Context: an optimization exercise on an open-source flow, tuned for a short achievable clock period and few clock cycles. The choices shown serve that exercise and are no tape-out recipe. Function was checked by simulation only, so behaviour that the tests miss may differ from the original. No activity file was given, so power comes from the tool's default toggle rates.

==> flow/design.v (outline; a module is shown in full before it is edited, if it fits) <==
// module muldiv_unit_p: 1774 lines
module muldiv_unit_p #(
    parameter int WIDTH = 32
) (
    input  logic             clk,
    input  logic             reset,
    input  logic             start,
    input  logic [2:0]       op,
    input  logic [WIDTH-1:0] src_a,
    input  logic [WIDTH-1:0] src_b,
    input  logic             cancel,
    input  logic             wr_en,
    input  logic             wr_hi,
    input  logic [WIDTH-1:0] wr_data,
    output logic             busy,
    output logic             done,
    output logic [WIDTH-1:0] hi,
    output logic [WIDTH-1:0] lo
);
  // ...
==> flow/flow/run.sh <==
#!/bin/bash
# Standard ORFS layout (the standard.sh, standard synthesis unchanged) with:
#  - port buffers of a plain buffer cell (buffer_ports otherwise picks a
#    delay cell), still one buffer on every input and output.
set -euo pipefail
MARGIN=$(cat flow/margin.txt)
bash standard.sh SETUP_SLACK_MARGIN=$MARGIN "BUFFER_PORTS_ARGS=-buffer_cell sky130_fd_sc_hd__buf_4" finish > make_finish.log 2>&1
==> flow/flow/margin.txt <==
8
==> flow/standard.sh <==
#!/bin/bash
# synth_recipe.tcl (not shown) runs the flow's synth.tcl, then flattens the netlist and writes it again
# the make line also repeats each setting of config.mk as NAME=value (left out here)
make -C /OpenROAD-flow-scripts/flow DESIGN_CONFIG=/design/flow/config.mk WORK_HOME=/design/flow/orfs CLKGATE_MAP_FILE= SYNTH_SCRIPT=/design/flow/synth_recipe.tcl "${@:-finish}"
==> flow/config.mk <==
export PLATFORM = sky130hd
export DESIGN_NAME = muldiv_unit_p
export DESIGN_NICKNAME = muldiv_unit_p
export VERILOG_FILES = /design/flow/design.v
export SDC_FILE = /design/flow/constraint.sdc
export NUM_CORES = 4
export LEC_CHECK = 0
export CAP_MARGIN = 40
export CORE_MARGIN = 2
export CORE_UTILIZATION = 40
export SLEW_MARGIN = 30
==> flow/constraint.sdc <==
create_clock -name core_clock -period 12.0 [get_ports {clk}]
set_input_delay 2.4000 -clock core_clock [delete_from_list [all_inputs] [get_ports {clk}]]
set_output_delay 2.4000 -clock core_clock [all_outputs]
set_load 0.01 [all_outputs]
==> flow_summary.ini, run 1 <==
[timing]
totalNegativeSetupSlack_ns = 0
max_slew_violation_count = 0
fin_hold_viols = 0
final.setup.worst_slack_ns = 6.84

[yosys]
yosysTopAreaCell = ha_1
yosys_warnings = 1
combinational_family_with_the_most_area_after_synthesis = compound AO/OA/AOI/OAI gates
synth.cell_area_um2 = 124000
area_share_of_the_largest_cell_type_after_synthesis_pct = 13.1
yosys-top-cells-area = ha_1 13%, dfxtp_1 10%, fa_1 9.7%

[die]
start_util_pct = 40.1
core_area_um2 = 308000
die_y_um = 560

[setup_path]
worst_setup_path_start_kind = flop
timing.critical_path.slowest_cell_delay_ns = 0.95
critical_path.slowest_cell = a2111oi_4

[global_route]
met1_usage_pct = 61.2
busiest_layer = met2
grt_pass1_vias = 129000
gr-usage-met3_pct = 24.0
grt_overflow = 0

[placement]
place.gp.congestion = 1.13

[detailed_routing]
ant_nets = 0
detail_route.first_pass.iterations = 12
post_drt_via_cell_ratio = 6.88
route.met3.wl_mm = 128

[job]
maxCapViolations = 0

[hold_path]
worstHoldPathCells = 1
hold_path_class = flop to flop

[layout]
fin_area_um2 = 172000
clockNetworkAreaShare_pct = 2.70
mostFrequentLayoutCells = 1,171 x buf_4, 1,078 x ha_1, 1,067 x a21oi_1
area.sequential_um2 = 22400

[run_status]
run_status = complete, no violations
Testbench counts, summed over its fixed seeds: cycles 12,378.
==> run 2: changes to the inputs <==
--- a/flow/design.v
+++ b/flow/design.v
@@ -1621,17 +1621,29 @@
     logic [31:0] rem_init, quo_init;
     logic [15:1][35:0] m_q;
     logic [31:0] rem, quo, qq, qm;
     logic        rneg, qneg;
     assign bz    = (b_q == 32'd0);
     assign az    = (am_q == 32'd0);
     assign clza  = lzc32(am_q);
     assign clzb  = lzc32(bm_q);
-    assign early = bz || az || (clzb < clza);
+    logic        eq_len, ge_ab, one_q, rneg_p, qneg_p;
+    logic [32:0] d_ab;
+    logic [31:0] d_ba, prep_hi, prep_lo;
+    assign eq_len  = !az && !bz && (clzb == clza);
+    assign d_ab    = {1'b0, am_q} - {1'b0, bm_q};
+    assign d_ba    = bm_q - am_q;
+    assign ge_ab   = !d_ab[32];
+    assign one_q   = eq_len && ge_ab;
+    assign rneg_p  = !op_q[0] && a_q[31];
+    assign qneg_p  = !op_q[0] && (a_q[31] ^ b_q[31]);
+    assign prep_hi = one_q ? (rneg_p ? d_ba : d_ab[31:0]) : a_q;
+    assign prep_lo = one_q ? (qneg_p ? 32'hFFFF_FFFF : 32'd1) : {32{bz}};
+    assign early   = bz || az || (clzb <= clza);
     assign dd    = clzb - clza;
     assign e     = dd[4:2];
     always_comb begin
         rem_init = 32'd0;
         quo_init = 32'd0;
         case (e)
             3'd0: begin rem_init = 32'(am_q >> 4);  quo_init = am_q << 28; end
             3'd1: begin rem_init = 32'(am_q >> 8);  quo_init = am_q << 24; end
@@ -1740,20 +1752,20 @@
     logic [31:0] hm, lm, hd, ld, ho, lo_o, hi_base, lo_base, ho_d, lo_o_d;
     assign hi = hsel ? hm : dsel ? hd : ho;
     assign lo = hsel ? lm : dsel ? ld : lo_o;
     assign wr_ok    = !busy && wr_en && !(start && !cancel);
     assign early_ok = st_prep && early && !cancel;
     assign hi_base  = hsel ? hm : dsel ? hd : ho;
     assign lo_base  = hsel ? lm : dsel ? ld : lo_o;
     always_comb begin
-        if (early_ok)              ho_d = a_q;
+        if (early_ok)              ho_d = prep_hi;
         else if (wr_ok && wr_hi)   ho_d = wr_data;
         else                       ho_d = hi_base;
-        if (early_ok)              lo_o_d = {32{bz}};
+        if (early_ok)              lo_o_d = prep_lo;
         else if (wr_ok && !wr_hi)  lo_o_d = wr_data;
         else                       lo_o_d = lo_base;
     end
     always_ff @(posedge clk) begin
         hm <= mul_res[63:32];
         lm <= mul_res[31:0];
         hd <= div_hi;
         ld <= div_lo;
==> run 2 against run 1 <==
Net effect:
- worst hold slack improved by 0.017 ns
- maximum frequency fell by 0.94%
- worst setup slack got worse by 0.049 ns
- combinational power hardly changed
- critical path type unchanged
- highest routed layer unchanged
- clock skew increased by 0.0071 ns
- sequential share of layout area hardly changed
- register-to-register slack worse by 0.05 ns
- die area up 3.1%
- critical path depth decreased by 1
- final area hardly changed
- synthesized cell count rose by 4.4%
- largest power group unchanged
- clock power down 5.8%
==> flow_summary.ini, run 2 <==
[setup_path]
rr_worst_depth = 26
critPathRequiredTime_ns = 12.72
crit_start = bm_q[10]
r2r-end = rem[7]
cp_num_buf_inv = 7
worst_setup_path_start_kind = flop
crit_path_end = rem[7]
data_arrival_critical_path_ns = 5.93
r2r_start = bm_q[10]
cp.depth = 26
path_delay_family = compound AO/OA/AOI/OAI gates
worst_path_most_repeated_cell = nor2_1
path_max_fanout = 19
critPathKind = flop to flop
r2r_setup_slack_ns = 6.79
timing.critical_path.slowest_cell_delay_ns = 0.68
end_kind = flop
critical_path.slowest_cell = ha_2

[global_route]
grt_pass1_vias = 138000
track_usage_pct = 49.6
antenna_found_initial = 94
grt_pass1_wl_mm = 1120
grt_max_degree = 59
grt_overflow = 0

[die]
floorplan.die.width_um = 569
num_rows = 207
dieArea_um2 = 323000
start_util_pct = 40.1
die_y_um = 569
design.portCount = 171
core_area_um2 = 318000

[clock_tree]
ctsHoldBuffers = 0
root_cell_of_the_clock_tree = clkbuf_16
max-clock-path-buffers = 3
worst_setup_hold_path_clk_slew_ns = 0.07
clock_latency_ns = 0.89
cts_tree = yes
clock_sink_count = 966
htree_levels = 3
cts-buffers-inserted = 117

[layout]
syn_to_final_growth_pct = 34.8
largest_reg_flops = 264
mostFrequentLayoutCells = 1,198 x a21oi_1, 1,164 x ha_1, 1,112 x buf_4
final_nets = 18800
max_flop_register = mo_q
layout.cells.most_common = a21oi_1
drive_gt1_share_pct = 28.1

[yosys]
ys_async_sr_fraction_pct = 7.35
yosys.cell_types.count = 98
synthesized_net_count = 17700
syn_inst = 15700
synth-edff-count = 266
area_share_of_the_largest_cell_type_after_synthesis_pct = 13.3
synth.cell_area_um2 = 127000
yosys-top-cells-area = ha_1 13%, dfxtp_1 9.9%, fa_1 9.4%
yosys_warnings = 1
ys.flop_type = dfxtp_1
sequential_area_share_after_synthesis_pct = 17.5
synthTopCellsByCount = 1,428 x a21oi_1, 1,359 x ha_1, 1,210 x xnor2_1, 1,094 x inv_1, 996 x nand2_1
ys_seq_elements = 966
syn_avg_cell_area_um2 = 8.14
yosysTopAreaCell = ha_1
synthMostInstantiatedCell = a21oi_1

[timing]
fin_hold_viols = 0
setup_violations = 0
min_period_over_period_pct = 43.4
final.setup.worst_slack_ns = 6.79
totalNegativeSetupSlack_ns = 0
grt_setup_unrepaired = yes
clock.fmax_ghz = 0.192
worst_slew_pin_slew_ns = 1.02
max_slew_violation_count = 0
relSlewSlack_pct = 31.2
layout_min_cycle_time_ns = 5.21
finClkSkew_ns = 0.109

[detailed_routing]
detail_route.first_pass.iterations = 14
drt_wl_total_mm = 860
ant_nets = 0
drt_drc_violations_left = 0
post_drt_via_cell_ratio = 6.86
via_count = 145000
detailedRoute.firstIterationViolations = 19900
drt-wirelength-per-cell_um = 40.7

[placement]
place.gp.congestion = 1.11
detailed_place_hpwl_mm = 604
detailedPlace.worstSlack_ns = 4.70
numPortBuffers = 170

[power_and_ir_drop]
peakVddDrop_mv = 0.465
netSwitchingFraction_pct = 55.5
power.density_cell_area_nw_per_um2 = 302
seqPwrFrac_pct = 10.2
power_switching_uw = 28800
internal_power_uw = 23100
total_leakage_power_uw = 0.0710
clock_power_share_pct = 8.1
power_frac_comb_pct = 81.7

[hold_path]
worstHoldPathCells = 2
hold_path_class = flop to flop

[run_status]
run_status = complete, no violations

[job]
maxCapViolations = 0
-- run 2: changes by cell type in the layout (fill, tap and decap cells not counted), moves of 67 or more --
cell | before | now
o21ai_0 | 576 | 676
xor2_1 | 461 | 540
a22oi_1 | 400 | 333
a21o_1 | 596 | 508
a21oi_1 | 1067 | 1198
nor2_1 | 746 | 839
nand2_1 | 854 | 934
inv_1 | 842 | 910
ha_1 | 1078 | 1164
-- run 2: worst min-delay path by stage --
stage	endpoint	start
5_1_grt	quo[17]	quo[13]
4_1_cts	quo[17]	quo[13]
6_report	quo[17]	quo[13]
2_1_floorplan	quo[12]	quo[8]
3_3_place_gp	quo[15]	quo[11]
3_5_place_dp	quo[9]	quo[5]
-- run 2: through the flow --
stage | power, uW | area, um^2 | utilization [%] | hold slack (ns) | instances
finish | 51900 | 172000 | 54.1 | 0.425 | 21100
global route | 53400 | 172000 | 54.1 | 0.449 | 21100
CTS | 47400 | 162000 | 51.2 | 0.419 | 20600
detailed placement | 37200 | 136000 | 42.8 | 0.418 | 19400
global placement | 37100 | 135000 | 42.6 | 0.413 | 19300
floorplan | 24800 | 131000 | - | 0.407 | 15700
-- run 2: repair_timing --
action	4_1_cts	5_1_grt
buffers inserted	900	410
hold endpoints to repair	0	0
resized for setup	2603	1178
endpoints found under the setup margin	669	549
pin swaps	790	647
gates cloned	86	18
-- run 2: cells by family (layout without fill, tap and decap cells) --
group	after synthesis	count (layout)	synth area share (%)
xor gates and xnor gates	1792	1792	12.3
muxes	205	205	1.66
other	0	56	0
adders and majority gates	1958	1958	22.7
DFF	966	966	17.5
buffers and inverters	2138	3343	6.37
and+or+nand+nor	3388	3395	12.6
AOI/OAI and AO/OA	5220	5220	26.7
-- run 2: power by group through the flow --
| stage | Combinational (uW) | Clock (uW) | Sequential [uW] |
|---|---|---|---|
| global placement | 31800 | 0 | 5280 |
| CTS | 38000 | 4160 | 5210 |
| global route | 43800 | 4290 | 5320 |
| detailed placement | 31900 | 0 | 5280 |
| finish | 42400 | 4200 | 5280 |
| floorplan | 19700 | 0 | 5100 |
-- run 2: area by class of cell --
| type | count | area, um^2 |
|---|---|---|
| flip-flops and latches | 966 | 22500 |
| fillers | 28900 | 146000 |
| well taps | 4180 | 5230 |
| inverters | 1110 | 4480 |
| repair buffers | 2010 | 23300 |
| clock buffers | 144 | 3260 |
| clock inverters | 79 | 1130 |
| diodes | 56 | 140 |
| multi-input cells | 12600 | 112000 |
-- run 2: worst register-to-register path, delay by kind of cell (launching register included) --
family                   cells  cell delay (ns)
AO/OA/AOI/OAI               10             1.66
buffers and inverters        7             1.00
adder cells (fa/ha/maj)      2             0.89
AND/OR/NAND/NOR              5             0.86
flip-flops                   1             0.37
XOR/XNOR                     1             0.15
multiplexers                 1             0.14
-- run 2: layer usage --
metal / track usage (%) / share of wire (%) / up-vias
li1: - / - / 58300
met1: 54.1 / 33 / 70300
met2: 74.4 / 41 / 11700
met3: 18.9 / 13 / 4581
met4: 45.0 / 12 / 66
met5: 0.818 / 0.22 / -
Testbench counts of run 2, summed over its fixed seeds: cycles 12,182.

-- separate check: timing with driven ports --
The results above use ideal ports. As a check the final layouts listed here were re-extracted and re-timed, cells and wires unchanged.
Step 1: set_driving_cell puts a clkbuf_16 on clk and a buf_2 on each other input, an assumption about the parent block.
Step 2 moves the port delays by t, midway between the first and last clock arrival at a register: inputs arrive t later, outputs are due t later. That takes back most of the time a late clock gives input paths.
Slacks: ideal / step 1 / step 2; pairs: ideal / step 1.
run | t, ns | setup WS [ns] | clock arrival spread, ns | worst register clock-pin slew, ns | pins driven straight from the clock port
run 1 | 0.976 | 6.839 / 6.799 / 5.840 | 0.102 / 0.103 | 0.08 / 0.08 | 1
run 2 | 0.943 | 6.790 / 6.394 / 5.451 | 0.109 / 0.109 | 0.09 / 0.09 | 1
After both steps setup and hold are still met in every run listed. For run 2, which loses most, drivers alone change the setup slack by -0.396 ns; drivers and shift together by -1.339 ns.
